This is an optimization exercise on Yosys and OpenROAD, whose aim is small area, a short achievable clock period and few clock cycles per item, not a production implementation. The RTL was checked by simulation tests, not by an equivalence proof against the original design. Power figures rest on the tool's default switching activity, not on a simulated workload.

<file path="flow/flow/run.sh">
#!/bin/bash
# The standard layout with two sizing changes: the port buffers are plain
# buf_4 cells (the default choice is a slow delay buffer) and resizing is not
# restricted to equal cell footprints. Full make output goes to standard.log.
set -euo pipefail
bash standard.sh MATCH_CELL_FOOTPRINT=0 "BUFFER_PORTS_ARGS=-buffer_cell sky130_fd_sc_hd__buf_4" finish > standard.log 2>&1
</file>
<file path="flow/standard.sh">
#!/bin/bash
# synth_recipe.tcl (not shown) runs the flow's synth.tcl, then flattens the netlist and writes it again
# the make line also repeats each setting of config.mk as NAME=value (left out here)
make -C /OpenROAD-flow-scripts/flow DESIGN_CONFIG=/design/flow/config.mk WORK_HOME=/design/flow/orfs CLKGATE_MAP_FILE= SYNTH_SCRIPT=/design/flow/synth_recipe.tcl "${@:-finish}"
</file>
<file path="flow/config.mk">
export PLATFORM = sky130hd
export DESIGN_NAME = window_clipped_box_coverage_core
export DESIGN_NICKNAME = window_clipped_box_coverage_core
export VERILOG_FILES = /design/flow/design.v
export SDC_FILE = /design/flow/constraint.sdc
export NUM_CORES = 4
export LEC_CHECK = 0
export CAP_MARGIN = 20
export CORE_MARGIN = 2
export CORE_UTILIZATION = 40
export SETUP_SLACK_MARGIN = 5
export SLEW_MARGIN = 20
</file>
<file path="flow/constraint.sdc">
create_clock -name core_clock -period 10.0 [get_ports {clk}]
set_input_delay 2.0000 -clock core_clock [delete_from_list [all_inputs] [get_ports {clk}]]
set_output_delay 2.0000 -clock core_clock [all_outputs]
set_load 0.01 [all_outputs]
</file>
<file path="flow/design.v">
`timescale 1ns / 1ps
package wcbc_pkg;
  localparam int MAX_DIM_DEF   = 4096;
  localparam int AREA_BITS_DEF = 40;
  localparam int CRD_W      = 15;    
  localparam int RA_W       = 17;
  localparam int CNT_W      = 16;
  localparam int OUT_AREA_W = 40;
  localparam int RATIO_W    = 24;
  localparam int FRAC_W     = 16;
  localparam int QDEPTH     = 2;
  localparam int CFG_ADDR_W = 4;
  localparam int CFG_DATA_W = 32;
  localparam logic [RA_W-1:0]  ONE_Q16 = 17'h10000;
  localparam logic [CNT_W-1:0] CNT_MAX = 16'hFFFF;
  localparam logic [1:0] CMD_BEGIN = 2'd0;
  localparam logic [1:0] CMD_BOX   = 2'd1;
  localparam logic [1:0] CMD_END   = 2'd2;
  localparam logic [1:0] REG_ROOT_ALPHA  = 2'd0;
  localparam logic [1:0] REG_AREA_THR    = 2'd1;
  localparam logic [1:0] REG_COUNT_THR   = 2'd2;
  localparam logic [RA_W-1:0]  ROOT_ALPHA_RST = 17'd65536;
  localparam logic [RA_W-1:0]  AREA_THR_RST   = 17'd32768;
  localparam logic [CNT_W-1:0] COUNT_THR_RST  = 16'd10;
  typedef enum logic [1:0] {
    OP_BEGIN = 2'd0,
    OP_BOX   = 2'd1,
    OP_END   = 2'd2
  } op_t;
  typedef struct packed {
    logic [1:0]  command;
    logic [12:0] image_width;
    logic [12:0] image_height;
    logic [11:0] box_left;
    logic [11:0] box_top;
    logic [12:0] box_width;
    logic [12:0] box_height;
  } in_item_t;
  typedef struct packed {
    logic                  full_screen;
    logic [CNT_W-1:0]      boxes_inside;
    logic [OUT_AREA_W-1:0] covered_area;
    logic [RATIO_W-1:0]    area_ratio;
  } out_item_t;
  typedef struct packed {
    logic [RA_W-1:0]  root_alpha;
    logic [RA_W-1:0]  area_threshold;
    logic [CNT_W-1:0] count_threshold;
  } cfg_t;
  typedef struct packed {
    op_t              op;
    logic [CRD_W-1:0] x0;
    logic [CRD_W-1:0] y0;
    logic [CRD_W-1:0] x1;
    logic [CRD_W-1:0] y1;
  } q_entry_t;
  typedef struct packed {
    logic full;
    logic not_empty;
  } q_stat_t;
endpackage
`timescale 1ns / 1ps
`timescale 1ns / 1ps
`timescale 1ns / 1ps
`timescale 1ns / 1ps
module wcbc_bk_add #(
  parameter int N = 32
) (
  input  logic [N-1:0] a,
  input  logic [N-1:0] b,
  input  logic         cin,
  output logic [N-1:0] s,
  output logic         cout
);
  logic [N-1:0] g0, p0;
  logic [N:0]   c;
  assign g0 = a & b;
  assign p0 = a ^ b;
  always_comb begin
    logic [N-1:0] gx, px;
    gx = {g0[N-1:1], g0[0] | (p0[0] & cin)};
    px = p0;
    for (int d = 1; d < N; d = d * 2) begin
      for (int k = 2 * d - 1; k < N; k = k + 2 * d) begin
        gx[k] = gx[k] | (px[k] & gx[k-d]);
        px[k] = px[k] & px[k-d];
      end
    end
    for (int d = (1 << ($clog2(N) - 1)); d >= 1; d = d / 2) begin
      for (int k = 3 * d - 1; k < N; k = k + 2 * d) begin
        gx[k] = gx[k] | (px[k] & gx[k-d]);
        px[k] = px[k] & px[k-d];
      end
    end
    c[0] = cin;
    for (int k = 0; k < N; k++) begin
      c[k+1] = gx[k];
    end
  end
  assign s    = p0 ^ c[N-1:0];
  assign cout = c[N];
endmodule
`timescale 1ns / 1ps
module window_clipped_box_coverage_core #(
  parameter int MAX_DIM   = wcbc_pkg::MAX_DIM_DEF,
  parameter int AREA_BITS = wcbc_pkg::AREA_BITS_DEF
) (
  input  logic                  clk,
  input  logic                  rst_n,
  input  logic                  in_valid,
  input  logic [77:0]           in_item,
  output logic                  in_stall,
  output logic                  out_valid,
  output logic [80:0]           out_item,
  input  logic                  out_stall,
  input  logic                  cfg_psel,
  input  logic                  cfg_penable,
  input  logic                  cfg_pwrite,
  input  logic [wcbc_pkg::CFG_ADDR_W-1:0] cfg_paddr,
  input  logic [wcbc_pkg::CFG_DATA_W-1:0] cfg_pwdata,
  output logic [wcbc_pkg::CFG_DATA_W-1:0] cfg_prdata,
  output logic                  cfg_pready
);
  logic [16:0] ra_r, athr_r;
  logic [15:0] cthr_r;
  logic        cfg_wr;
  assign cfg_pready = 1'b1;
  assign cfg_wr     = cfg_psel & cfg_penable & cfg_pwrite;
  always_ff @(posedge clk) begin
    if (!rst_n) begin
      ra_r   <= 17'h10000;
      athr_r <= 17'h08000;
      cthr_r <= 16'd10;
    end else if (cfg_wr) begin
      case (cfg_paddr[3:2])
        2'd0: ra_r   <= cfg_pwdata[16:0];
        2'd1: athr_r <= cfg_pwdata[16:0];
        2'd2: cthr_r <= cfg_pwdata[15:0];
        default: ;
      endcase
    end
  end
  always_comb begin
    case (cfg_paddr[3:2])
      2'd0:    cfg_prdata = {15'd0, ra_r};
      2'd1:    cfg_prdata = {15'd0, athr_r};
      2'd2:    cfg_prdata = {16'd0, cthr_r};
      default: cfg_prdata = 32'd0;
    endcase
  end
  logic [1:0]  cmd;
  logic [12:0] iw, ih, bw, bh;
  logic [11:0] bl, bt;
  logic        is_beg, is_box, is_end, take;
  assign cmd    = in_item[77:76];
  assign iw     = in_item[75:63];
  assign ih     = in_item[62:50];
  assign bl     = in_item[49:38];
  assign bt     = in_item[37:26];
  assign bw     = in_item[25:13];
  assign bh     = in_item[12:0];
  assign is_beg = (cmd == 2'd0);
  assign is_box = (cmd == 2'd1);
  assign is_end = (cmd == 2'd2);
  logic        r_box_r, r_beg_r, r_end_r;
  logic [1:0]  bph_r;         
  logic [11:0] rx0_r, ry0_r;
  logic [13:0] rx1_r, ry1_r;
  logic        rnzx_r, rnzy_r;    
  logic        d_hit_r, d_end_r;
  logic [12:0] dx_r, dy_r;
  logic        p_hit_r, p_end_r;
  logic [11:0] wl_r, wt_r;
  logic [12:0] wr_r, wb_r;
  logic [39:0] s_r;
  logic [15:0] c_r;
  logic [28:0] mc_r, mp_r;
  logic        mlast_r;
  logic [30:0] acc_r;         
  logic [3:0]  acnt_r;
  logic        a_busy_r;
  typedef enum logic [1:0] {D_IDLE = 2'd0, D_WAIT = 2'd1, D_RUN = 2'd2} dst_t;
  dst_t        dst_r;
  logic [24:0] den_r, rem_r;
  logic [23:0] qx_r;
  logic [3:0]  dcnt_r;
  logic [39:0] so_r;
  logic [15:0] co_r;
  logic        out_valid_r;
  logic        fs_s_r, fs_c_r, fs_z_r;    
  logic r_hold, beg_block, end_block;
  assign r_hold    = r_beg_r & (bph_r != 2'd2);
  assign beg_block = a_busy_r & (acnt_r < 4'd12);
  assign end_block = (dst_r != D_IDLE) | (out_valid_r & out_stall) | r_end_r | d_end_r | p_end_r;
  assign in_stall  = r_hold | (is_beg & beg_block) | (is_end & end_block);
  assign take      = in_valid & ~in_stall;
  always_ff @(posedge clk) begin
    if (!rst_n) begin
      r_box_r <= 1'b0;
      r_beg_r <= 1'b0;
      r_end_r <= 1'b0;
      bph_r   <= 2'd0;
    end else if (r_hold) begin
      if ((bph_r == 2'd1) | ~d_hit_r) begin
        bph_r <= bph_r + 2'd1;
      end
    end else begin
      r_box_r <= take & is_box;
      r_beg_r <= take & is_beg;
      r_end_r <= take & is_end;
      bph_r   <= 2'd0;
    end
  end
  logic r_swap;
  assign r_swap = r_hold & ((bph_r == 2'd1) | ((bph_r == 2'd0) & ~d_hit_r));
  always_ff @(posedge clk) begin
    if (r_swap) begin
      rx1_r <= ry1_r;
      ry1_r <= rx1_r;
    end
    if (!r_hold) begin
      rx0_r  <= bl;
      ry0_r  <= bt;
      rnzx_r <= |bw;
      rnzy_r <= |bh;
      if (is_beg) begin
        rx1_r <= (iw > 13'd4096) ? 14'd4096 : {1'b0, iw};
        ry1_r <= (ih > 13'd4096) ? 14'd4096 : {1'b0, ih};
      end else begin
        rx1_r <= {2'b00, bl} + {1'b0, bw};
        ry1_r <= {2'b00, bt} + {1'b0, bh};
      end
    end
  end
  logic [11:0] cl, ct;
  logic [13:0] cr, cb;
  logic [14:0] ex, ey;
  logic        hx, hy;
  assign cl = (rx0_r > wl_r) ? rx0_r : wl_r;
  assign ct = (ry0_r > wt_r) ? ry0_r : wt_r;
  assign cr = (rx1_r < {1'b0, wr_r}) ? rx1_r : {1'b0, wr_r};
  assign cb = (ry1_r < {1'b0, wb_r}) ? ry1_r : {1'b0, wb_r};
  assign ex = {1'b0, cr} - {3'b000, cl};
  assign ey = {1'b0, cb} - {3'b000, ct};
  assign hx = rnzx_r & (rx0_r < wr_r) & (wl_r < rx1_r) & (wl_r < wr_r);
  assign hy = rnzy_r & (ry0_r < wb_r) & (wt_r < ry1_r) & (wt_r < wb_r);
  always_ff @(posedge clk) begin
    if (!rst_n) begin
      d_hit_r <= 1'b0;
      d_end_r <= 1'b0;
      p_hit_r <= 1'b0;
      p_end_r <= 1'b0;
    end else begin
      d_hit_r <= r_box_r & hx & hy;
      d_end_r <= r_end_r;
      p_hit_r <= d_hit_r;
      p_end_r <= d_end_r;
    end
  end
  always_ff @(posedge clk) begin
    dx_r <= ex[12:0];
    dy_r <= ey[12:0];
  end
  logic        sel_beg;
  logic [16:0] ma;
  logic [12:0] mb;
  logic        p_bw_r, p_bh_r;    
  logic [28:0] ps_r, pc_r;
  logic sel_beg_r;
  always_ff @(posedge clk) begin
    if (!rst_n) begin
      sel_beg_r <= 1'b0;
    end else if (r_hold) begin
      sel_beg_r <= (bph_r == 2'd0);
    end else begin
      sel_beg_r <= take & is_beg & ~(r_box_r & hx & hy);
    end
  end
  assign sel_beg = sel_beg_r;
  assign ma      = sel_beg ? (ra_r[16] ? 17'h10000 : ra_r) : {4'd0, dy_r};
  assign mb      = sel_beg ? rx1_r[12:0] : dx_r;
  function automatic logic [28:0] csa_s(input logic [28:0] x, input logic [28:0] y, input logic [28:0] z);
    csa_s = x ^ y ^ z;
  endfunction
  function automatic logic [28:0] csa_c(input logic [28:0] x, input logic [28:0] y, input logic [28:0] z);
    csa_c = {((x[27:0] & y[27:0]) | (x[27:0] & z[27:0]) | (y[27:0] & z[27:0])), 1'b0};
  endfunction
  logic [28:0] pp [0:12];
  logic [28:0] l1 [0:8];
  logic [28:0] l2 [0:5];
  logic [28:0] l3 [0:3];
  logic [28:0] l4 [0:2];
  logic [28:0] mps, mpc;
  always_comb begin
    for (int i = 0; i < 13; i++) begin
      pp[i] = mb[i] ? (29'(ma) << i) : 29'd0;
    end
    for (int i = 0; i < 4; i++) begin
      l1[2*i]   = csa_s(pp[3*i], pp[3*i+1], pp[3*i+2]);
      l1[2*i+1] = csa_c(pp[3*i], pp[3*i+1], pp[3*i+2]);
    end
    l1[8] = pp[12];
    for (int i = 0; i < 3; i++) begin
      l2[2*i]   = csa_s(l1[3*i], l1[3*i+1], l1[3*i+2]);
      l2[2*i+1] = csa_c(l1[3*i], l1[3*i+1], l1[3*i+2]);
    end
    for (int i = 0; i < 2; i++) begin
      l3[2*i]   = csa_s(l2[3*i], l2[3*i+1], l2[3*i+2]);
      l3[2*i+1] = csa_c(l2[3*i], l2[3*i+1], l2[3*i+2]);
    end
    l4[0] = csa_s(l3[0], l3[1], l3[2]);
    l4[1] = csa_c(l3[0], l3[1], l3[2]);
    l4[2] = l3[3];
    mps = csa_s(l4[0], l4[1], l4[2]);
    mpc = csa_c(l4[0], l4[1], l4[2]);
  end
  always_ff @(posedge clk) begin
    ps_r <= mps;
    pc_r <= mpc;
  end
  always_ff @(posedge clk) begin
    if (!rst_n) begin
      p_bw_r <= 1'b0;
      p_bh_r <= 1'b0;
    end else begin
      p_bw_r <= sel_beg & ~bph_r[0];
      p_bh_r <= sel_beg & bph_r[0];
    end
  end
  logic [40:0] xs;
  logic [39:0] s_full;
  logic        sov_r;
  assign xs     = {1'b0, (p_bw_r ? 40'd0 : s_r)} + {12'd0, ps_r} + {12'd0, pc_r};
  assign s_full = s_r | {40{sov_r}};
  logic [12:0] wv;
  logic [15:0] pz, cg, cp;
  logic        c16, nz16;
  logic [13:0] hs, hc, ls, lc, lmaj, nps, npc;
  logic [14:0] hi_x, lo_x;
  logic [13:0] lo_t, hi_t;
  assign wv = ry1_r[12:0];
  assign cg = ps_r[15:0] & pc_r[15:0];
  assign cp = ps_r[15:0] | pc_r[15:0];
  always_comb begin
    logic [7:0] g1, p1;
    logic [3:0] g2, p2;
    logic [1:0] g3, p3;
    for (int i = 0; i < 8; i++) begin
      g1[i] = cg[2*i+1] | (cp[2*i+1] & cg[2*i]);
      p1[i] = cp[2*i+1] & cp[2*i];
    end
    for (int i = 0; i < 4; i++) begin
      g2[i] = g1[2*i+1] | (p1[2*i+1] & g1[2*i]);
      p2[i] = p1[2*i+1] & p1[2*i];
    end
    for (int i = 0; i < 2; i++) begin
      g3[i] = g2[2*i+1] | (p2[2*i+1] & g2[2*i]);
      p3[i] = p2[2*i+1] & p2[2*i];
    end
    c16 = g3[1] | (p3[1] & g3[0]);
  end
  assign pz   = (ps_r[15:0] ^ pc_r[15:0]) ^ {(ps_r[14:0] | pc_r[14:0]), 1'b0};
  assign nz16 = |pz;
  assign hs   = {1'b0, wv} ^ {1'b0, ps_r[28:16]} ^ {1'b0, pc_r[28:16]};
  assign hc   = {(wv & ps_r[28:16]) | (wv & pc_r[28:16]) | (ps_r[28:16] & pc_r[28:16]), 1'b0};
  assign hi_x = {hs, 1'b1} + {hc, c16};
  assign hi_t = hi_x[14:1];
  assign nps  = ~{1'b0, ps_r[28:16]};
  assign npc  = ~{1'b0, pc_r[28:16]};
  assign ls   = {1'b0, wv} ^ nps ^ npc;
  assign lmaj = ({1'b0, wv} & nps) | ({1'b0, wv} & npc) | (nps & npc);
  assign lc   = {lmaj[12:0], ~c16};
  assign lo_x = {ls, 1'b1} + {lc, ~nz16};
  assign lo_t = lo_x[14:1];
  always_ff @(posedge clk) begin
    if (!rst_n) begin
      s_r   <= '0;
      sov_r <= 1'b0;
      c_r   <= '0;
      wl_r  <= '0;
      wr_r  <= '0;
      wt_r  <= '0;
      wb_r  <= '0;
    end else begin
      if (p_bw_r) begin
        s_r   <= '0;
        sov_r <= 1'b0;
        c_r   <= '0;
      end else if (p_hit_r) begin
        s_r   <= xs[39:0];
        sov_r <= sov_r | xs[40];
        if (c_r != 16'hFFFF) begin
          c_r <= c_r + 16'd1;
        end
      end
      if (p_bw_r) begin
        wl_r <= lo_t[12:1];
        wr_r <= hi_t[13:1];
      end
      if (p_bh_r) begin
        wt_r <= lo_t[12:1];
        wb_r <= hi_t[13:1];
      end
    end
  end
  logic [2:0]  bd;
  logic        bneg, btwo, bone;
  logic [29:0] bsel;
  logic [31:0] asum;
  assign bd   = {mp_r[1:0], mlast_r};
  assign bneg = bd[2] & ~(bd[1] & bd[0]);
  assign btwo = (bd == 3'b011) | (bd == 3'b100);
  assign bone = bd[1] ^ bd[0];
  assign bsel = btwo ? {mc_r, 1'b0} : (bone ? {1'b0, mc_r} : 30'd0);
  assign asum = {acc_r[30], acc_r} + ({2'b00, bsel} ^ {32{bneg}}) + {31'd0, bneg};
  logic a_start;
  assign a_start = p_bh_r;
  always_ff @(posedge clk) begin
    if (!rst_n) begin
      acc_r    <= '0;
      a_busy_r <= 1'b0;
      acnt_r   <= '0;
    end else if (a_start) begin
      acc_r    <= '0;
      a_busy_r <= 1'b1;
      acnt_r   <= '0;
    end else if (a_busy_r) begin
      acc_r  <= {asum[31], asum[31:2]};
      acnt_r <= acnt_r + 4'd1;
      if (acnt_r == 4'd14) begin
        a_busy_r <= 1'b0;
      end
    end
  end
  always_ff @(posedge clk) begin
    if (p_bw_r) begin
      mc_r <= xs[28:0];
    end
    if (a_start) begin
      mp_r    <= xs[28:0];
      mlast_r <= 1'b0;
    end else if (a_busy_r) begin
      mp_r    <= {2'b00, mp_r[28:2]};
      mlast_r <= mp_r[1];
    end
  end
  logic        sat;
  logic [26:0] tq;
  logic [27:0] e1, e2, e3;
  logic        g1, g2, g3;
  logic [24:0] r2;
  assign sat = (|so_r[39:33]) | (rem_r >= den_r);
  assign tq  = {rem_r, qx_r[23:22]};
  assign e1  = {1'b0, tq} - {3'b000, den_r};
  assign e2  = {1'b0, tq} - {2'b00, den_r, 1'b0};
  assign e3  = {1'b0, tq} - {3'b000, den_r} - {2'b00, den_r, 1'b0};
  assign g1  = ~e1[27];
  assign g2  = ~e2[27];
  assign g3  = ~e3[27];
  assign r2  = g3 ? e3[24:0] : (g2 ? e2[24:0] : (g1 ? e1[24:0] : tq[24:0]));
  always_ff @(posedge clk) begin
    if (!rst_n) begin
      dst_r       <= D_IDLE;
      out_valid_r <= 1'b0;
    end else begin
      if (out_valid_r & ~out_stall) begin
        out_valid_r <= 1'b0;
      end
      case (dst_r)
        D_IDLE: if (p_end_r) dst_r <= a_busy_r ? D_WAIT : D_RUN;
        D_WAIT: if (!a_busy_r) dst_r <= D_RUN;
        D_RUN: begin
          if (((dcnt_r == 4'd0) & sat) | (dcnt_r == 4'd11)) begin
            dst_r       <= D_IDLE;
            out_valid_r <= 1'b1;
          end
        end
        default: dst_r <= D_IDLE;
      endcase
    end
  end
  always_ff @(posedge clk) begin
    if (p_end_r) begin
      so_r   <= s_full;
      co_r   <= c_r;
      fs_s_r <= |s_full;
      fs_c_r <= c_r > cthr_r;
      rem_r  <= s_full[32:8];
      qx_r   <= {s_full[7:0], 16'd0};
      dcnt_r <= '0;
    end else if (dst_r == D_RUN) begin
      rem_r <= r2;
      if ((dcnt_r == 4'd0) & sat) begin
        qx_r <= {24{1'b1}};
      end else begin
        qx_r <= {qx_r[21:0], g2, g3 | (g1 & ~g2)};
      end
      dcnt_r <= dcnt_r + 4'd1;
    end
    if ((p_end_r | (dst_r == D_WAIT)) & ~a_busy_r) begin
      den_r  <= acc_r[26:2];
      fs_z_r <= ~|acc_r[26:2];
    end
  end
  logic fs_area, fs;
  assign fs_area = fs_z_r ? fs_s_r
                 : ((qx_r > {7'd0, athr_r}) | ((qx_r == {7'd0, athr_r}) & (|rem_r)));
  assign fs      = fs_area & fs_c_r;
  assign out_valid = out_valid_r;
  assign out_item  = {fs, co_r, so_r, qx_r};
endmodule
</file>
==> metrics.md, run 1 <==
| Metric | Value |
|---|---|
| Status | timing/DRC/antenna clean |
| Mapped Cells | 4563 |
| Post-DP HPWL | a little over 100000 um |
| Synth Flop Type | dfxtp_1 |
| Critical Path RT | 10.49 ns |
| CTS Buf Count | 66 |
| Layout fillers | 9959 |
| TritonCTS clock tree | done |
| Pwr Density | 299 nW/um^2 |
| Final non-filler cell total | between 6000 and 7000 |
| Crit path max-delay family | compound AO/OA/AOI/OAI gates |
| Hold Crit Class | flip-flop to flip-flop |
| Leakage power | 20.8 nW |
| Initial DRT Pass Iterations | 5 |
| Nets | 5557 |
| Placer congestion estimate | 0.950 |
| Register clock-pin slew on the reported worst setup and hold paths | 0.07 ns |
| Post-route minimum period | roughly 5.3 ns |
| Core Area | between 100000 and 150000 sq um |
| Setup CP Type | flip-flop to flip-flop |
| Fin Setup TNS | 0 ns |
| Port Buf Inserts | 203 |
| Clk latency of the worst-skew pair | around 0.63 ns |
| Power after layout | 0.0144 W |
| Main area contributors after synthesis | edfxtp_1, dfxtp_1, ha_1 |
| Area leader, netlist | edfxtp_1 |
| Syn_area_per_cell | 9.19 sq um |
| Register area share after synthesis | a little over 30% |
| CP Capture Type | flip-flop |
| Iter 0 DRT Violations | 2404 |
| Most frequent cells after synthesis | nor2_1, ha_1, inv_1 |
| Worst clock skew | approximately 0.023 ns |
| Register area | approximately 13000 sq um |
| DRC errors left | 0 |
| CP bufs+invs | 5 |
| Mapped cell area | between 40000 and 50000 sq um |
| Sink Count | 535 |
| Number of nets with antenna violations after routing | 0 |
| Vias in the first global route | 32900 |
| Layout area overhead | 14.8% |
| Row count | 118 |
| CP max stage cell | a222oi_1 |
| Final period util | a little over half |
| Yosys warnings | 6 |
| Reg2Reg Setup Slack | 4.75 ns |
| Synth top area share | between 10% and 20% |
| Grt ovf | 0 |
| Fmax | about 0.19 GHz |
| #FFs+latches synth | approximately 540 |
| Global-route usage over all layers | 23.7% |
| Maxcap violations | 0 |
| CP Max Fanout | 5 |
| Dpl cells | around 6000 |
| Die height | approximately 330 um |
| Critical path, cell by cell | inv_2 -> ha_4 -> inv_2 -> fa_2 -> a211oi_2 -> o211ai_1 -> a31oi_4 -> buf_6 -> a31oi_4 -> nand2_1 -> a21boi_0 -> nor3_2 -> nor2_1 -> ha_1 -> a21o_1 -> a2111oi_4 -> o21ai_2 -> a2111oi_4 -> buf_6 -> buf_6 -> or2_4 -> o22ai_2 -> a222oi_1 -> mux2_4 |
| Initial Util | 40.4% |
| Fin. max-slew vios | 0 |
| Largest net degree at the start of global routing | 77 |
| Die X | 328 um |
| Slew Limit Headroom | 34.5% |
| Initial antenna violation count | 1 |
| Global-route wire length before repair | 196000 um |
| Max rail drop VDD | 0.420 mV |
| Via density per instance | 5.45 |
| Worst slew pin tran | about 1 ns |
| Cell mode on critical path | buf_6 |
| EDFF count, synth | roughly 230 |
| Setup Viol. Count Final | 0 |
| Root Buffer | clkbuf_16 |
| Die ar. | 107000 sq um |
| Share of cells above drive strength 1 | 12.4% |
| CTS max path bufs | 3 |
| Htree depth | 3 |
| Layout Utilization | 46.4% |
| CP arrival | roughly 5.7 ns |
| RSZ-0062 raised after global routing | true |
| CTS Hold Bufs | 0 |
| Cell with the most instances after synthesis | nor2_1 |
| Synth cell types | 85 |
| Async SR Flop Fraction | 0% |
| DR vias | approximately 34000 |
| Ports | 237 |
| Critical Path Max Stage Delay | 0.45 ns |
| Drt total wl | between 100000 and 150000 um |
| Multi-input gate area | between 20000 and 30000 sq um |
| DR WL/cell | between 20 and 25 um |
| Hold Fails Final Rpt | 0 |
| Worst setup SP type | flip-flop |
## per-layer routing
metal / global-route usage (%) / routed length, um / up-vias
met3: 2.70 / 6340 / 220
met2: 38.9 / 60600 / 914
met5: 0 / 0 / -
met4: 10.9 / 6150 / 0
met1: 31.4 / 57000 / 16400
li1: - / - / 16300
## what timing repair did
| item | in CTS | in global routing |
|---|---|---|
| resized for setup | 67 | 60 |
| buffers inserted | 28 | 17 |
| pin swaps | 36 | 42 |
| gates cloned | 3 | 0 |
| setup endpoints to repair | 46 | 71 |
## cells in the final DEF, fill, tap and decap left out, types with 62 or more instances in the layout
cell       netlist  final
nor2_1         500    496
and3_1          62     62
nor2b_1         83     80
inv_1          407    399
xnor2_1        136    133
mux2i_1        163    163
dfxtp_1        306    298
a21o_1         106    106
o21ai_0        217    210
buf_4           20    276
nand2_1        325    321
fa_1           223    221
nand3_1         81     79
clkbuf_16        0     72
ha_1           451    447
edfxtp_1       229    229
xor2_1          96     93
a21oi_1        303    289
## where the power goes
group          switching (W)  internal, W  total [W]
logic                0.00532      0.00354    0.00886
clock network        0.00102      0.00153    0.00255
registers           0.000281      0.00273    0.00301
## tightest hold or removal path, delay by kind of cell (launching register included)
kind	cells	cell delay (ns)
compound gates	1	0.05
flops	1	0.31
simple gates	1	0.05
## cell type report
cell class,instances,share of cell area [%]
Antenna cell,1,0.00520
Multi-Input combinational cell,3456,56.6
Timing Repair Buffer,295,4.84
Tap cell,1380,3.58
Clock inverter,32,0.829
Sequential cell,535,27.0
Clock buffer,90,3.95
Inverter,408,3.19
## state kept, by name, summed over array words and instances, names as in the netlist, 23 cells and up
register  count
s_r          40
so_r         40
acc_r        30
mc_r         29
mp_r         29
ps_r         29
den_r        25
rem_r        25
qx_r         24
pc_r         23
## through the flow
stage | area (sq um) | hold WS [ns] | setup WS, ns
global placement | 44900 | 0.446 | 4.01
detailed placement | 44900 | 0.453 | 4.01
CTS | 47800 | 0.464 | 4.85
global route | 48200 | 0.478 | 4.56
finish | 48200 | 0.465 | 4.75
floorplan | 42000 | 0.431 | 5.04
## cells by family after synthesis
family	Yosys count	share of synthesized area [%]
xor+xnor	232	4.84
compound gates	940	14.1
flops	535	31.0
other cells	2	0.0179
fa+ha+maj	674	24.1
mux	199	4.86
buf+inv	587	5.44
simple gates	1394	15.7
## final timing paths
path | from | endpoint | cells after the start
worst max-delay path | qx_r[22] | rem_r[3] | 24
worst min-delay path | acc_r[27] | acc_r[27] | 2
worst max register to register | qx_r[22] | rem_r[3] | 24
worst min register to register | acc_r[27] | acc_r[27] | 2
Testbench counts, summed over its fixed seeds: cycles 12,854, items 10,966.
==> run 2, diff against run 1 <==
==> flow/flow/run.sh (replaced) <==
#!/bin/bash
# The standard layout with two sizing changes: every port still gets a
# buffer, but a plain buf_1 (the default choice is a larger, slow delay buffer;
# repair resizes it where timing needs), and resizing is not restricted to equal
# cell footprints. Full make output goes to standard.log.
set -euo pipefail
bash standard.sh MATCH_CELL_FOOTPRINT=0 "BUFFER_PORTS_ARGS=-buffer_cell sky130_fd_sc_hd__buf_1" finish > standard.log 2>&1
==> metrics.md, run 2 <==
| Metric | Value |
|---|---|
| Worst setup SP type | flip-flop |
| Post-route minimum period | around 5.3 ns |
| Setup CP Type | flip-flop to flip-flop |
| Maxcap violations | 0 |
| Ports | 237 |
| Worst slew pin tran | 0.926 ns |
| Drt total wl | 129000 um |
| Sink Count | 535 |
| Main area contributors after synthesis | edfxtp_1, dfxtp_1, ha_1 |
| Worst clock skew | roughly 0.024 ns |
| Root Buffer | clkbuf_16 |
| #FFs+latches synth | between 500 and 600 |
| GRT Max-Usage Layer | met2 |
| Vias in the first global route | 32900 |
| Hold EP | p_hit_r |
| Status | timing/DRC/antenna clean |
| Initial Util | 40.4% |
| Synth cell types | 85 |
| Row count | 118 |
| Number of nets with antenna violations after routing | 0 |
| Die ar. | 107000 sq um |
| Placer congestion estimate | 0.969 |
| Syn_area_per_cell | 9.19 sq um |
| Start point of the worst hold path | d_hit_r |
| Power after layout | around 0.014 W |
| Die height | 328 um |
| Setup Viol. Count Final | 0 |
| Port Buf Inserts | between 200 and 250 |
| Met2 global-route usage | around two fifths |
| Worst Setup SP | qx_r[22] |
| Register area share after synthesis | a little under a third |
| Largest net degree at the start of global routing | 78 |
| Reg-to-Reg Start | qx_r[22] |
| Global-route wire length before repair | 197000 um |
| Critical Path Max Stage Delay | 0.40 ns |
| CP max stage cell | edfxtp_1 |
| Initial antenna violation count | 4 |
| Register clock-pin slew on the reported worst setup and hold paths | ~0.06 ns |
| Pwr Density | 303 nW/um^2 |
| Iter 0 DRT Violations | ~2700 |
| DR vias | 34000 |
| RSZ-0062 raised after global routing | true |
| Layout area overhead | 12.8% |
| Slew Limit Headroom | 38.2% |
| Hold Fails Final Rpt | 0 |
| Global-route usage over all layers | 23.7% |
| Synth Flop Type | dfxtp_1 |
| Cell mode on critical path | a21o_1 |
| Most frequent cells in the layout | nor2_1, ha_1, inv_1, nand2_1, dfxtp_1 |
| Mapped cell area | approximately 42000 sq um |
| Hold Crit Class | flip-flop to flip-flop |
| DR WL/cell | 20.8 um |
| Async SR Flop Fraction | 0% |
| Commonest non-fill, non-tap cell in the layout | nor2_1 |
| Core Area | 104000 sq um |
| Clk latency of the worst-skew pair | 0.64 ns |
| Post-DP HPWL | 101000 um |
| Crit path max-delay family | compound AO/OA/AOI/OAI gates |
| Via density per instance | 5.48 |
| Leakage power | 20.1 nW |
| CP bufs+invs | 5 |
| EDFF count, synth | around 230 |
| Grt ovf | 0 |
| CP Capture Type | flip-flop |
| TritonCTS clock tree | done |
| Worst R2R End | rem_r[3] |
| Most frequent cells after synthesis | nor2_1, ha_1, inv_1 |
| Synth top area share | 16.4% |
| Antenna diodes | 0 |
| Registers with the most flip-flops | s_r x40, so_r x40, acc_r x30 |
| Worst r2r path cells | 23 |
| Htree depth | 3 |
| DRC errors left | 0 |
| Initial DRT Pass Iterations | 6 |
| Global Route met1 Usage | 32.0% |
| Critical path, cell by cell | inv_2 -> ha_4 -> inv_2 -> fa_2 -> a211oi_2 -> o211ai_1 -> a31oi_4 -> nand3_2 -> a41oi_2 -> xnor2_2 -> ha_1 -> a21o_1 -> a21o_1 -> a21o_1 -> a2111oi_4 -> o21ai_2 -> a2111oi_4 -> buf_6 -> xor2_4 -> buf_6 -> buf_8 -> a222oi_1 -> mux2_4 |
| Min-Delay Path Depth | 2 |
| Fin. max-slew vios | 0 |
| CP arrival | 5.66 ns |
| Share of cells above drive strength 1 | 8.17% |
| Cell with the most instances after synthesis | nor2_1 |
| Critical Path RT | about 10 ns |
| CTS Buf Count | 67 |
| Nets | 5560 |
| Mapped Cells | around 4600 |
| Fmax | 0.190 GHz |
| Yosys warnings | 6 |
| Reg2Reg Setup Slack | 4.72 ns |
| CTS max path bufs | 3 |
| Max rail drop VDD | 0.436 mV |
| Fin Setup TNS | 0 ns |
| CP Max Fanout | 7 |
| GR Layer Usage met3 | 2.45% |
| Die X | 328 um |
| Area leader, netlist | edfxtp_1 |
| Final period util | 52.8% |
-- run 2: changes by cell type in the layout (fill, tap and decap cells not counted), sizes merged --
cell      previous run  this run
clkinvlp             6         5
diode                1         0
inv                414       412
buf                294       290
clkbuf              91        95
clkinv              13        20
-- run 2: how the worst max path moves through the flow --
stage                      endpoint  slack (ns)  cells past startpoint
after floorplan           rem_r[19]        5.04                     21
after global placement    rem_r[23]        4.02                     17
after detailed placement  rem_r[23]        4.02                     19
after CTS                  rem_r[3]        4.89                     23
after global routing       rem_r[3]        4.55                     23
final                      rem_r[3]        4.72                     23
-- run 2: area by class of cell --
class | instances | area, sq um
Clock buffer | 88 | 1850
Multi-Input combinational cell | 3456 | 27200
Timing Repair Buffer | 297 | 1560
Fill cell | 9974 | 56500
Clock inverter | 36 | 443
Sequential cell | 535 | 13000
Tap cell | 1380 | 1730
Inverter | 408 | 1530
-- run 2: cells by family after synthesis --
group                      Yosys count  share of synthesized area [%]
AOI/OAI and AO/OA                  940                           14.1
xor gates and xnor gates           232                           4.84
adders and majority gates          674                           24.1
buffers and inverters              587                           5.44
DFF                                535                           31.0
muxes                              199                           4.86
other                                2                         0.0179
and+or+nand+nor                   1394                           15.7
-- run 2: timing repair --
action,in CTS,in global routing
gates resized for setup,78,60
setup endpoints to repair,46,68
cloned,4,0
hold buffers,0,0
setup buffers,24,16
pin swaps,40,26
-- run 2: through the flow --
| stage | hold WS [ns] | util, % | std cells | setup slack, ns | cell area, sq um |
|---|---|---|---|---|---|
| global placement | 0.440 | 42.5 | 6032 | 4.02 | 44200 |
| finish | 0.453 | 45.6 | 6200 | 4.72 | 47300 |
| CTS | 0.448 | 45.3 | 6184 | 4.89 | 47000 |
| detailed placement | 0.439 | 42.5 | 6032 | 4.02 | 44200 |
| global route | 0.496 | 45.6 | 6200 | 4.55 | 47300 |
| floorplan | 0.431 | - | 4577 | 5.04 | 42000 |
-- run 2: power breakdown --
group	switching [W]	total (W)	internal, W
Sequential	0.000274	0.00300	0.00273
Clock	0.00103	0.00254	0.00150
Combinational	0.00530	0.00879	0.00349
Total	0.00661	0.0143	0.00773
-- run 2: worst register-to-register path, cell delays in order (launching register included) --
cell and delay (ns):
edfxtp_1 0.40, inv_2 0.12, ha_4 0.15, inv_2 0.04, fa_2 0.37, a211oi_2 0.22
o211ai_1 0.25, a31oi_4 0.35, nand3_2 0.10, a41oi_2 0.22, xnor2_2 0.12, ha_1 0.31
a21o_1 0.16, a21o_1 0.15, a21o_1 0.19, a2111oi_4 0.33, o21ai_2 0.13, a2111oi_4 0.38
buf_6 0.19, xor2_4 0.20, buf_6 0.15, buf_8 0.13, a222oi_1 0.08, mux2_4 0.28
-- run 2: routing by layer --
metal  up-vias  routed length (um)
li1      16300                   -
met1     16600               57200
met2       925               61100
met3       179                6330
met4         2                4570
met5         -                   7
==> run 3, diff against run 2 <==
--- a/flow/config.mk
+++ b/flow/config.mk
@@ -9,4 +9,4 @@
 export CORE_MARGIN = 2
 export CORE_UTILIZATION = 40
-export SETUP_SLACK_MARGIN = 5
+export SETUP_SLACK_MARGIN = 4.6
 export SLEW_MARGIN = 20
==> metrics.md, run 3 <==
| Metric | Value |
|---|---|
| Status | timing/DRC/antenna clean |
| Number of nets with antenna violations after routing | 0 |
| Global Route met1 Usage | 31.5% |
| Xor and xnor fraction of the mapped netlist area | 4.84% |
| Leakage power | 19.8 nW |
| EDFF count, synth | ~230 |
| Ports | 237 |
| Most frequent cells in the layout | nor2_1, ha_1, inv_1, nand2_1, dfxtp_1 |
| Hold Crit Class | flip-flop to flip-flop |
| Post-Synth Adder-Cell Area | 24.1% |
| Critical Path Max Stage Delay | 0.41 ns |
| CTS max path bufs | 3 |
| Worst clock skew | roughly 0.028 ns |
| Sink Count | 535 |
| Synth Area in Compound Gates | 14.1% |
| Root Buffer | clkbuf_16 |
| Share of cells above drive strength 1 | 6.97% |
| Iter 0 DRT Violations | around 2400 |
| Mapped Cells | 4563 |
| Largest family of logic cells by synthesized area | adder cells |
| Max rail drop VDD | between 0.5 and 0.6 mV |
| Layout area overhead | 11.9% |
| Via density per instance | 5.45 |
| Core Area | 104000 sq um |
| Cell with the most instances after synthesis | nor2_1 |
| Synth Flop Type | dfxtp_1 |
| Initial DRT Pass Iterations | 6 |
| Yosys warnings | 6 |
| Worst slew pin tran | ~0.85 ns |
| Most frequent cells after synthesis | nor2_1, ha_1, inv_1 |
| GRT Max-Usage Layer | met2 |
| DRC errors left | 0 |
| Initial Util | roughly two fifths |
| Registers with the most flip-flops | s_r x40, so_r x40, acc_r x30 |
| Syn_area_per_cell | 9.19 sq um |
| Setup Viol. Count Final | 0 |
| Area leader, netlist | edfxtp_1 |
| Post-DP HPWL | 101000 um |
| Row count | between 100 and 150 |
| #FFs+latches synth | 535 |
| CP Max Fanout | 6 |
| Fin. max-slew vios | 0 |
| Port Buf Inserts | 203 |
| CTS Buf Count | 67 |
| Post-route minimum period | 5.26 ns |
| Die ar. | 107000 sq um |
| Drt total wl | 129000 um |
| Global-route usage over all layers | 23.6% |
| Pwr Density | roughly 300 nW/um^2 |
| Synth top area share | 16.4% |
| Synth cell types | 85 |
| CP max stage cell | edfxtp_1 |
| Setup CP Type | flip-flop to flip-flop |
| Placer congestion estimate | 0.954 |
| Final period util | 52.6% |
| Register clock-pin slew on the reported worst setup and hold paths | 0.06 ns |
| Cell Area, Placed | roughly 44000 sq um |
| Initial antenna violation count | 2 |
| Register area share after synthesis | 31.0% |
| Htree depth | 3 |
| DR WL/cell | 20.8 um |
| TritonCTS clock tree | done |
| Clk latency of the worst-skew pair | 0.64 ns |
| Hold Fails Final Rpt | 0 |
| RSZ-0062 raised after global routing | true |
| Slew Limit Headroom | 41.9% |
| Fin Setup TNS | 0 ns |
| CTS Hold Bufs | 0 |
| GR Layer Usage met3 | 2.48% |
| Worst setup SP type | flip-flop |
| Grt ovf | 0 |
| Main area contributors after synthesis | edfxtp_1, dfxtp_1, ha_1 |
| Vias in the first global route | 32700 |
| DR vias | 33700 |
| Fmax | between 0.15 and 0.2 GHz |
| Met2 global-route usage | 39.1% |
| CP Capture Type | flip-flop |
| Maxcap violations | 0 |
| CP arrival | 5.75 ns |
| Critical path, cell by cell | inv_2 -> ha_4 -> inv_2 -> fa_2 -> a211oi_2 -> o211ai_1 -> and2_4 -> a21o_1 -> a21oi_2 -> xnor2_2 -> ha_1 -> a21o_1 -> a22oi_2 -> nand2_2 -> a41o_4 -> a2111oi_4 -> buf_6 -> buf_6 -> or2_4 -> o22ai_2 -> a222oi_1 -> mux2_4 |
| Antenna diodes | 0 |
| Nets | 5533 |
| Critical Path RT | 10.49 ns |
| Die X | 328 um |
| Mux cell area share after synthesis | 4.86% |
| Final Cell Area | roughly 47000 sq um |
| Async SR Flop Fraction | 0% |
| Post-synthesis simple-gate area fraction | between 15 and 20% |
| Die height | 328 um |
| Global-route wire length before repair | ~200000 um |
| Mapped cell area | between 40000 and 50000 sq um |
| Commonest non-fill, non-tap cell in the layout | nor2_1 |
| Largest net degree at the start of global routing | 72 |
## run 3: final timing paths
kind         slack [ns]       end      from  depth (start not counted)
max                4.74  rem_r[3]  qx_r[22]                         22
min                0.46   p_hit_r   d_hit_r                          2
max reg2reg        4.74  rem_r[3]  qx_r[22]                         22
min reg2reg        0.46   p_hit_r   d_hit_r                          2
## run 3: final cells by class
type                    instances  area (sq um)
clock inverters                34           327
well taps                    1380          1730
flip-flops and latches        535         13000
repair buffers                271          1330
clock buffers                  89          1960
multi-input cells            3455         27000
fillers                     10000         56900
inverters                     408          1530
## run 3: worst max-delay path: cells and delay by family (launching register included)
kind	cells	cell delay (ns)
compound gates	10	2.44
xor+xnor	1	0.10
fa+ha+maj	3	0.88
buf+inv	4	0.46
flops	1	0.41
mux	1	0.22
simple gates	3	0.58
## run 3: kinds of logic after synthesis
| logic type | after synthesis |
|---|---|
| xor+xnor | 232 |
| buf+inv | 587 |
| compound gates | 940 |
| flops | 535 |
| simple gates | 1394 |
| mux | 199 |
| other cells | 2 |
| fa+ha+maj | 674 |
## run 3: where the power goes
group          internal, W  total (W)  switching (W)
clock network      0.00147    0.00250        0.00103
logic              0.00353    0.00895        0.00541
registers          0.00273    0.00301       0.000277
## run 3: timing repair
action | 4_1_cts | 5_1_grt
setup endpoints to repair | 27 | 26
cloned | 0 | 1
pin swaps | 6 | 32
hold endpoints to repair | 0 | 0
resized for setup | 21 | 43
setup buffers | 11 | 7
## run 3: per-layer routing
metal	up-vias	share of wire, %	routed length [um]
met2	871	47	60600
met5	-	0.0078	10
met4	2	4.4	5660
met3	223	4.9	6310
met1	16300	44	56100
li1	16300	-	-
## run 3: through the flow
stage	total power [W]	utilization (%)	hold WS (ns)	cells	setup WS (ns)
6_report	0.0145	45.2	0.459	6172	4.74
5_1_grt	0.0159	45.2	0.483	6172	4.52
4_1_cts	0.0146	44.9	0.453	6164	4.61
3_5_place_dp	0.0120	42.5	0.442	6030	3.93
3_3_place_gp	0.0118	42.5	0.439	6030	3.95
2_1_floorplan	0.00892	-	0.431	4577	4.70
==> run 4, diff against run 3 <==
--- a/flow/design.v
+++ b/flow/design.v
@@ -183,4 +183,5 @@
   dst_t        dst_r;
   logic [24:0] den_r, rem_r;
+  logic [26:0] den3_r;        
   logic [23:0] qx_r;
   logic [3:0]  dcnt_r;
@@ -454,5 +455,5 @@
   assign e1  = {1'b0, tq} - {3'b000, den_r};
   assign e2  = {1'b0, tq} - {2'b00, den_r, 1'b0};
-  assign e3  = {1'b0, tq} - {3'b000, den_r} - {2'b00, den_r, 1'b0};
+  assign e3  = {1'b0, tq} - {1'b0, den3_r};
   assign g1  = ~e1[27];
   assign g2  = ~e2[27];
@@ -500,4 +501,5 @@
     if ((p_end_r | (dst_r == D_WAIT)) & ~a_busy_r) begin
       den_r  <= acc_r[26:2];
+      den3_r <= {2'b00, acc_r[26:2]} + {1'b0, acc_r[26:2], 1'b0};
       fs_z_r <= ~|acc_r[26:2];
     end
--- a/flow/config.mk
+++ b/flow/config.mk
@@ -9,4 +9,4 @@
 export CORE_MARGIN = 2
 export CORE_UTILIZATION = 40
-export SETUP_SLACK_MARGIN = 4.6
+export SETUP_SLACK_MARGIN = 5
 export SLEW_MARGIN = 20
==> metrics.md, run 4 <==
| Metric | Value |
|---|---|
| Worst r2r path cells | 23 |
| Pwr Density | around 280 nW/um^2 |
| Final Worst Setup Slack | ~5 ns |
| Fmax | 0.199 GHz |
| Global-route usage over all layers | 22.8% |
| Comb power frac | about three fifths |
| Yosys warnings | 6 |
| Syn_area_per_cell | between 9 and 10 sq um |
| Reg-to-Reg Start | rx0_r[1] |
| Layout area overhead | 11.7% |
| #FFs+latches synth | between 500 and 600 |
| Clk latency of the worst-skew pair | 0.62 ns |
| RSZ-0062 raised after global routing | true |
| Registers with the most flip-flops | s_r x40, so_r x40, acc_r x30 |
| Worst R2R End | dx_r[12] |
| Register clock-pin slew on the reported worst setup and hold paths | approximately 0.050 ns |
| Cell with the most instances after synthesis | ha_1 |
| Slew Limit Headroom | 23.8% |
| Post-DP HPWL | between 100000 and 150000 um |
| Die height | 336 um |
| Status | timing/DRC/antenna clean |
| Worst slew pin tran | approximately 1.1 ns |
| Die ar. | 113000 sq um |
| Setup Viol. Count Final | 0 |
| Number of nets with antenna violations after routing | 0 |
| Post-route minimum period | 5.02 ns |
| Commonest non-fill, non-tap cell in the layout | ha_1 |
| Worst clock skew | 0.0277 ns |
| Most frequent cells in the layout | ha_1, inv_1, nor2_1, nand2_1, a21oi_1 |
| Sw Pwr | between 0.006 and 0.007 W |
| Start point of the worst hold path | acc_r[1] |
| Async SR Flop Fraction | 0% |
| Root Buffer | clkbuf_16 |
| Row count | roughly 120 |
| Hold Fails Final Rpt | 0 |
| Mapped Cells | 4739 |
| Net Sw Frac | 44.5% |
| Die X | 336 um |
| Min-Delay Path Depth | 2 |
| Placer congestion estimate | 0.945 |
| Flop pwr share | 22.6% |
| Most frequent cells after synthesis | ha_1, inv_1, nor2_1 |
| CTS Hold Bufs | 0 |
| Drt total wl | approximately 130000 um |
| DR vias | around 35000 |
| Synth top area share | 17.4% |
| Htree depth | 3 |
| CTS max path bufs | 3 |
| Via density per instance | 5.50 |
| Hold EP | acc_r[1] |
| Fin. max-slew vios | 0 |
| Leakage power | 21.1 nW |
| Dpl cells | 6243 |
| Share of cells above drive strength 1 | 7.24% |
| Largest net degree at the start of global routing | 69 |
| EDFF count, synth | 255 |
| Ports | 237 |
| Mapped cell area | 44100 sq um |
| Hold Crit Class | flip-flop to flip-flop |
| CTS Buf Count | a little under 70 |
| Reg2Reg Setup Slack | 5.15 ns |
| Max rail drop VDD | 0.253 mV |
| Synth Flop Type | dfxtp_1 |
| Main area contributors after synthesis | edfxtp_1, ha_1, dfxtp_1 |
| Clock Power Share | approximately a fifth |
| Iter 0 DRT Violations | 2350 |
| Initial antenna violation count | 2 |
| Final period util | 50.2% |
| Synth cell types | 91 |
| Final non-filler cell total | 6389 |
| Setup CP Type | input pin to output port |
| Post-place setup slack | between 4 and 5 ns |
| CP Capture Type | output port |
| P_int | slightly below 0.008 W |
| CP Max Fanout | 2 |
| Initial Util | 40.4% |
| Grt ovf | 0 |
| CP arrival | 3.02 ns |
| Global-route wire length before repair | 199000 um |
| Nets | 5752 |
| TritonCTS clock tree | done |
| Port Buf Inserts | 203 |
| Critical Path RT | 8.00 ns |
| Maxcap violations | 0 |
| Register area share after synthesis | between 30% and 40% |
| Area leader, netlist | edfxtp_1 |
| Worst setup SP type | input pin |
| DR WL/cell | 20.4 um |
| Vias in the first global route | 34500 |
| Initial DRT Pass Iterations | 5 |
| Core Area | 109000 sq um |
| Fin Setup TNS | 0 ns |
| DRC errors left | 0 |
| Sink Count | 561 |
-- run 4: cell types whose count changed in the layout (fill, tap and decap cells not counted), sizes merged, moves of 15 or more --
cell | previous run | this run
o21ai | 227 | 195
edfxtp | 229 | 255
nor2 | 500 | 448
nand2 | 325 | 349
xnor2 | 136 | 153
a21o | 106 | 131
a211oi | 39 | 70
nor3 | 65 | 85
mux2i | 163 | 143
inv | 412 | 490
ha | 451 | 490
o21a | 35 | 50
-- run 4: logic make-up (layout without fill, tap and decap cells) --
group / count (synthesis) / count (layout) / share of synthesized area (%)
AND/OR/NAND/NOR: 1399 / 1400 / 15.2
AO/OA/AOI/OAI: 989 / 989 / 14.7
adder cells (fa/ha/maj): 714 / 714 / 24.1
buffers and inverters: 655 / 874 / 5.79
flip-flops: 561 / 561 / 31.3
XOR/XNOR: 236 / 236 / 4.69
multiplexers: 183 / 183 / 4.27
other: 2 / 18 / 0.0170
-- run 4: metrics by stage --
step	area (sq um)	util, %	power (W)	hold WS, ns
2_1_floorplan	44100	-	0.00902	0.431
3_3_place_gp	46300	42.5	0.0111	0.443
3_5_place_dp	46300	42.5	0.0112	0.445
4_1_cts	48900	44.9	0.0140	0.475
5_1_grt	49200	45.1	0.0154	0.501
6_report	49200	45.1	0.0139	0.474
-- run 4: worst max path at each step --
stage | start | to | slack [ns]
after floorplan | cfg_paddr[2] | cfg_prdata[10] | 5.07
after global placement | cfg_paddr[3] | cfg_prdata[7] | 4.35
after detailed placement | cfg_paddr[3] | cfg_prdata[5] | 4.34
after CTS | out_stall | in_stall | 4.96
after global routing | rx0_r[1] | dx_r[12] | 4.77
final | out_stall | in_stall | 4.98
-- run 4: per-layer routing --
| metal | global-route usage, % | up-vias | part of all wire [%] |
|---|---|---|---|
| li1 | - | 16900 | - |
| met1 | 29.0 | 17100 | 43 |
| met2 | 39.4 | 913 | 48 |
| met3 | 2.51 | 241 | 4.3 |
| met4 | 9.55 | 0 | 4.8 |
| met5 | 0 | - | 0 |
-- run 4: area by class of cell --
type                    instances  area [sq um]
inverters                     486          1830
diodes                          2          5.00
fillers                     10600         59800
flip-flops and latches        561         13800
multi-input cells            3538         28000
repair buffers                261          1340
well taps                    1414          1770
clock inverters                27           300
clock buffers                 100          2120
-- run 4: power by group through the flow --
| stage | Clock [W] | Sequential [W] | Combinational, W |
|---|---|---|---|
| after floorplan | 0 | 0.00307 | 0.00595 |
| after global placement | 0 | 0.00319 | 0.00790 |
| after detailed placement | 0 | 0.00319 | 0.00805 |
| after CTS | 0.00272 | 0.00314 | 0.00813 |
| after global routing | 0.00280 | 0.00317 | 0.00939 |
| final | 0.00266 | 0.00314 | 0.00808 |
-- run 4: what timing repair did --
action / in CTS / in global routing
hold endpoints to repair: 0 / 0
gates resized for setup: 34 / 81
setup endpoints to repair: 21 / 38
setup buffers: 7 / 7
pin swaps: 5 / 11
gates cloned: 1 / 2
-- run 4: worst max-delay path, stage by stage --
cell and delay [ns]:
buf_8 0.10, nand2_8 0.06, nor4b_4 0.20, buf_6 0.18, nor3b_4 0.05, a211oi_2 0.23, inv_1 0.06, buf_2 0.13
Testbench counts of run 4, summed over its fixed seeds: cycles 12,854, items 10,966.
==> run 5, diff against run 4 <==
--- a/flow/design.v
+++ b/flow/design.v
@@ -220,9 +220,9 @@
       ry1_r <= rx1_r;
     end
+    rx0_r  <= bl;
+    ry0_r  <= bt;
+    rnzx_r <= |bw;
+    rnzy_r <= |bh;
     if (!r_hold) begin
-      rx0_r  <= bl;
-      ry0_r  <= bt;
-      rnzx_r <= |bw;
-      rnzy_r <= |bh;
       if (is_beg) begin
         rx1_r <= (iw > 13'd4096) ? 14'd4096 : {1'b0, iw};
@@ -441,5 +441,5 @@
       mp_r    <= xs[28:0];
       mlast_r <= 1'b0;
-    end else if (a_busy_r) begin
+    end else begin
       mp_r    <= {2'b00, mp_r[28:2]};
       mlast_r <= mp_r[1];
==> metrics.md, run 5 <==
| Metric | Value |
|---|---|
| Status | timing/DRC/antenna clean |
| Ports | 237 |
| GR Layer Usage met3 | 3.60% |
| Leakage power | 20.9 nW |
| Grt ovf | 0 |
| Mapped Cells | ~4800 |
| Synth Flop Type | dfxtp_1 |
| Register clock-pin slew on the reported worst setup and hold paths | 0.06 ns |
| #FFs+latches synth | 561 |
| Synth cell types | 90 |
| Cell with the most instances after synthesis | ha_1 |
| Hold Crit Class | flip-flop to flip-flop |
| Cell mode on critical path | buf_1 |
| Post-route minimum period | 4.95 ns |
| CTS Buf Count | 69 |
| Layout Utilization | 44.8% |
| Power after layout | about 0.014 W |
| Worst clock skew | 0.0452 ns |
| Fin Setup TNS | 0 ns |
| Most frequent cells after synthesis | ha_1, inv_1, nor2_1 |
| Hold Fails Final Rpt | 0 |
| Setup CP Type | input pin to output port |
| CP bufs+invs | 3 |
| Pwr Density | around 280 nW/um^2 |
| Row count | 121 |
| Drt total wl | 135000 um |
| GRT Max-Usage Layer | met2 |
| EDFF count, synth | 200 |
| Global Route met1 Usage | 33.2% |
| Worst slew pin tran | between 1 and 1.5 ns |
| Critical path, cell by cell | buf_1 -> buf_6 -> mux2i_1 -> o21ai_0 -> buf_1 |
| Core Area | 109000 sq um |
| Placer congestion estimate | 0.960 |
| Root Buffer | clkbuf_16 |
| Initial DRT Pass Iterations | 9 |
| Vias in the first global route | 34200 |
| Largest net degree at the start of global routing | 76 |
| Most frequent cells in the layout | ha_1, inv_1, nor2_1, nand2_1, dfxtp_1 |
| Port Buf Inserts | 203 |
| CP Capture Type | output port |
| Die X | 335 um |
| Share of cells above drive strength 1 | around 6.5% |
| Via density per instance | 5.53 |
| Yosys warnings | 6 |
| Max rail drop VDD | 0.376 mV |
| RSZ-0062 raised after global routing | true |
| CTS Hold Bufs | 0 |
| Critical Path Max Stage Delay | 0.30 ns |
| Critical Path RT | 8.00 ns |
| Maxcap violations | 0 |
| Fin. max-slew vios | 0 |
| Multi-input gate area | roughly 28000 sq um |
| Area leader, netlist | dfxtp_1 |
| Number of nets with antenna violations after routing | 0 |
| Async SR Flop Fraction | 0% |
| Met2 global-route usage | between 30% and 40% |
| CP max stage cell | mux2i_1 |
| Fmax | between 0.2 and 0.25 GHz |
| Crit path max-delay family | buffers and inverters |
| Global-route wire length before repair | 205000 um |
| DR vias | 35500 |
| Main area contributors after synthesis | dfxtp_1, ha_1, edfxtp_1 |
| Die ar. | 112000 sq um |
| CTS max path bufs | 3 |
| Syn_area_per_cell | 9.19 sq um |
| DRC errors left | 0 |
| Commonest non-fill, non-tap cell in the layout | ha_1 |
| Mapped cell area | around 44000 sq um |
| Clk latency of the worst-skew pair | 0.65 ns |
| Register area share after synthesis | 30.1% |
| Worst setup SP type | input pin |
| Synth top area share | 16.5% |
| DR WL/cell | 21.1 um |
| Final period util | 49.5% |
| Post-DP HPWL | 109000 um |
| Registers with the most flip-flops | s_r x40, so_r x40, acc_r x30 |
| Register area | 13300 sq um |
| Layout fillers | 10600 |
| Initial antenna violation count | 2 |
| Initial Util | 40.3% |
| Slew Limit Headroom | 16.8% |
| CP Max Fanout | 23 |
| Global-route usage over all layers | 23.8% |
| Layout area overhead | 11.0% |
| CP arrival | 2.95 ns |
| Htree depth | 3 |
| Setup Viol. Count Final | 0 |
| Sink Count | around 560 |
| Iter 0 DRT Violations | 2970 |
| Nets | 5776 |
| TritonCTS clock tree | done |
| Die height | 335 um |
-- run 5: path summary, 6_finish.rpt --
kind	slack, ns	startpoint	cells past startpoint	end
min reg2reg	0.45	mp_r[19]	1	mp_r[17]
max	5.05	cfg_paddr[2]	5	cfg_prdata[10]
max reg2reg	5.16	wb_r[1]	24	dy_r[12]
min	0.45	mp_r[19]	1	mp_r[17]
-- run 5: worst reg2reg max path: cells and delay by family, from the launching register on --
kind	cells	cell delay, ns
flops	1	0.45
mux	1	0.22
xor+xnor	1	0.19
buf+inv	3	0.43
compound gates	14	2.47
simple gates	2	0.13
fa+ha+maj	3	0.89
-- run 5: power by group --
part           internal, W  switching [W]
logic              0.00323        0.00487
clock network      0.00155        0.00106
registers          0.00281       0.000314
total              0.00758        0.00625
-- run 5: routing by layer --
layer,wire length [um],share of wire [%],vias to the layer above
met5,13,0.0096,-
met4,4830,3.6,2
met3,8960,6.6,233
met2,60300,45,1152
met1,61300,45,17200
li1,-,-,16900
-- run 5: metrics by stage --
stage / worst slack (ns) / std cells / hold slack, ns / area [sq um]
floorplan: 5.05 / 4790 / 0.431 / 44000
global placement: 4.10 / 6273 / 0.435 / 46100
detailed placement: 4.08 / 6274 / 0.440 / 46100
CTS: 5.01 / 6405 / 0.455 / 48600
global route: 4.83 / 6409 / 0.461 / 48700
finish: 5.05 / 6412 / 0.449 / 48700
-- run 5: kinds of logic after synthesis --
group / Yosys count / synth area share [%]
compound gates: 1009 / 15.3
xor+xnor: 238 / 4.75
fa+ha+maj: 714 / 24.2
buf+inv: 652 / 5.74
flops: 561 / 30.1
mux: 180 / 4.21
other cells: 2 / 0.0171
simple gates: 1420 / 15.6
-- run 5: layout make-up --
| type | instances | share of cell area [%] |
|---|---|---|
| Multi-Input combinational cell | 3578 | 58.3 |
| Sequential cell | 561 | 27.2 |
| Clock buffer | 84 | 3.83 |
| Inverter | 480 | 3.70 |
| Tap cell | 1414 | 3.63 |
| Timing Repair Buffer | 251 | 2.40 |
| Clock inverter | 41 | 0.970 |
| Antenna cell | 3 | 0.0154 |
-- run 5: timing repair --
action                     4_1_cts  5_1_grt
gates cloned                     1        0
pin swaps                        3        2
setup buffers                    5        4
setup endpoints to repair       22       67
gates resized for setup         12       35
Testbench counts of run 5, summed over its fixed seeds: cycles 12,854, items 10,966.
==> run 6, diff against run 5 <==
--- a/flow/config.mk
+++ b/flow/config.mk
@@ -9,4 +9,5 @@
 export CORE_MARGIN = 2
 export CORE_UTILIZATION = 40
+export CTS_BUF_LIST = sky130_fd_sc_hd__clkbuf_4 sky130_fd_sc_hd__clkbuf_8
 export SETUP_SLACK_MARGIN = 5
 export SLEW_MARGIN = 20
==> metrics.md, run 6 <==
| Metric | Value |
|---|---|
| Share of cells above drive strength 1 | 8.02% |
| Min-Delay Path Depth | 1 |
| CTS Buf Count | 102 |
| Via density per instance | 5.52 |
| Die ar. | 112000 sq um |
| Multi-input gate area | 28400 sq um |
| Status | timing/DRC/antenna clean |
| Global-route wire length before repair | between 200000 and 250000 um |
| Final Worst Setup Slack | slightly above 5 ns |
| Mapped Cells | 4776 |
| Area leader, netlist | dfxtp_1 |
| Reg2Reg Setup Slack | 5.15 ns |
| Number of nets with antenna violations after routing | 0 |
| Synth cell types | 90 |
| Ports | 237 |
| Hold EP | mp_r[25] |
| Grt ovf | 0 |
| CTS Hold Bufs | 0 |
| Largest net degree at the start of global routing | 76 |
| Power after layout | 0.0137 W |
| Yosys warnings | 6 |
| DR vias | 35700 |
| Slew Limit Headroom | 23.3% |
| Die X | 335 um |
| Setup Viol. Count Final | 0 |
| Worst r2r path cells | 24 |
| Iter 0 DRT Violations | 2810 |
| CP Capture Type | output port |
| Register area share after synthesis | 30.1% |
| Hold Fails Final Rpt | 0 |
| RSZ-0062 raised after global routing | true |
| Pwr Density | between 200 and 300 nW/um^2 |
| Fin Setup TNS | 0 ns |
| Layout area overhead | 11.0% |
| EDFF count, synth | 200 |
| Nets | 5812 |
| Start point of the worst hold path | mp_r[27] |
| Row count | 121 |
| Worst setup SP type | input pin |
| Post-DP HPWL | between 100000 and 150000 um |
| Synth top area share | 16.5% |
| CP Max Fanout | 6 |
| Register clock-pin slew on the reported worst setup and hold paths | 0.06 ns |
| Htree depth | 3 |
| Die height | 335 um |
| CP arrival | 2.96 ns |
| Global-route usage over all layers | 23.8% |
| #FFs+latches synth | 561 |
| Sink Count | around 560 |
| Most frequent cells after synthesis | ha_1, inv_1, nor2_1 |
| Port Buf Inserts | 203 |
| Leakage power | 21.0 nW |
| Critical Path RT | ~8.0 ns |
| Worst clock skew | 0.0517 ns |
| TritonCTS clock tree | done |
| Fin. max-slew vios | 0 |
| Worst R2R End | dy_r[12] |
| Synth Flop Type | dfxtp_1 |
| Cell with the most instances after synthesis | ha_1 |
| Layout fillers | 10600 |
| Maxcap violations | 0 |
| Register area | 13300 sq um |
| Hold Crit Class | flip-flop to flip-flop |
| Fmax | 0.202 GHz |
| Drt total wl | 136000 um |
| Most frequent cells in the layout | ha_1, inv_1, nor2_1, nand2_1, dfxtp_1 |
| Registers with the most flip-flops | s_r x40, so_r x40, acc_r x30 |
| Setup CP Type | input pin to output port |
| Reg-to-Reg Start | wb_r[1] |
| Post-place setup slack | 4.08 ns |
| Initial antenna violation count | 3 |
| DR WL/cell | around 21 um |
| Mapped cell area | 43900 sq um |
| Post-route minimum period | 4.96 ns |
| Initial Util | 40.3% |
| Max rail drop VDD | approximately 0.36 mV |
| Commonest non-fill, non-tap cell in the layout | ha_1 |
| Initial DRT Pass Iterations | 5 |
| CTS max path bufs | 3 |
| Placer congestion estimate | about 0.96 |
| Final period util | between 40% and 50% |
| Async SR Flop Fraction | 0% |
| Root Buffer | clkbuf_8 |
| Main area contributors after synthesis | dfxtp_1, ha_1, edfxtp_1 |
| Syn_area_per_cell | 9.19 sq um |
| Clk latency of the worst-skew pair | 0.76 ns |
| Worst slew pin tran | ~1.1 ns |
| DRC errors left | 0 |
| Core Area | 109000 sq um |
| Vias in the first global route | 34500 |
run 6: cell counts after synthesis:
Identical to the previous run, type by type.
run 6: worst max-delay path, cell delays in order:
cell	delay, ns
buf_1	0.14
or2_4	0.28
a21oi_2	0.21
a221oi_4	0.10
inv_1	0.07
buf_1	0.14
run 6: final cells by class:
class	count	area share [%]
inverter	480	3.70
tap	1414	3.63
antenna	3	0.0154
clock buffer	154	3.90
clock inverter	37	0.865
multi-input combinational	3578	58.3
timing repair buffer	254	2.45
sequential	561	27.2
run 6: through the flow:
step           std cells  hold WS, ns  area (sq um)  util, %
3_5_place_dp        6274        0.440         46100     42.4
4_1_cts             6473        0.456         48600     44.6
5_1_grt             6480        0.467         48700     44.8
3_3_place_gp        6273        0.435         46100     42.4
2_1_floorplan       4790        0.431         44000        -
6_report            6481        0.452         48700     44.8
run 6: metal layers:
metal	share of wire [%]	up-vias	GRT usage [%]	wire (um)
met2	44	1194	37.0	60400
met1	45	17300	32.9	61000
li1	-	17000	-	-
met4	3.6	2	8.85	4870
met5	0.0096	-	0	13
met3	7.0	247	4.39	9450
run 6: worst max-delay path by stage:
stage                            start        endpoint  cells after the start
after CTS                      qx_r[1]    out_item[80]                     12
after floorplan                 p_bw_r         s_r[35]                     17
final                      in_item[77]        in_stall                      6
after detailed placement  cfg_paddr[3]   cfg_prdata[3]                      5
after global placement    cfg_paddr[3]  cfg_prdata[14]                      5
after global routing           wb_r[1]        dy_r[12]                     24
run 6: cells by family (layout without fill, tap and decap cells):
kind of cell             Yosys count  after routing  synth area share, %
other                              2             19               0.0171
multiplexers                     180            180                 4.21
AO/OA/AOI/OAI                   1009           1009                 15.3
AND/OR/NAND/NOR                 1420           1421                 15.6
XOR/XNOR                         238            238                 4.75
flip-flops                       561            561                 30.1
adder cells (fa/ha/maj)          714            714                 24.2
buffers and inverters            652            925                 5.74
run 6: repair_timing:
action | 4_1_cts | 5_1_grt
pin swaps | 4 | 5
hold endpoints to repair | 0 | 0
setup endpoints to repair | 22 | 64
setup buffers | 7 | 5
cloned | 1 | 0
gates resized for setup | 20 | 28
run 6: where the power goes:
group	total [W]	switching [W]	internal (W)
registers	0.00312	0.000312	0.00281
logic	0.00812	0.00488	0.00324
clock network	0.00249	0.00106	0.00143

[separate check: timing with driven ports]
Ports are ideal in the flow. The routed layouts listed here were re-timed in OpenROAD. Step 1, drivers: a clkbuf_16 drives clk and a buf_2 each remaining input, both assumed. Step 2 moves the port delays by t, midway between the first and last clock arrival at a register: inputs arrive t later, outputs are due t later. That takes back most of the time a late clock gives input paths. Three values: no drivers, after step 1, after step 2; two values: the first two.
| run | t, ns | setup slack, ns | worst setup path at the end | worst data-port slew with drivers (ns) |
|---|---|---|---|---|
| run 1 | 0.690 | 4.750 / 4.750 / 4.750 | register to register | 0.07 |
| run 2 | 0.700 | 4.725 / 4.725 / 4.725 | register to register | 0.07 |
| run 3 | 0.694 | 4.740 / 4.740 / 4.740 | register to register | 0.06 |
| run 4 | 0.685 | 4.984 / 4.943 / 4.943 | input to output | 0.06 |
| run 5 | 0.699 | 5.046 / 5.022 / 5.020 | input to register | 0.05 |
| run 6 | 0.813 | 5.038 / 4.997 / 5.016 | input to output | 0.06 |
After both steps setup and hold are still met in every run listed. For run 4, which loses most, drivers alone change the setup slack by -0.041 ns; drivers and shift together by -0.041 ns.
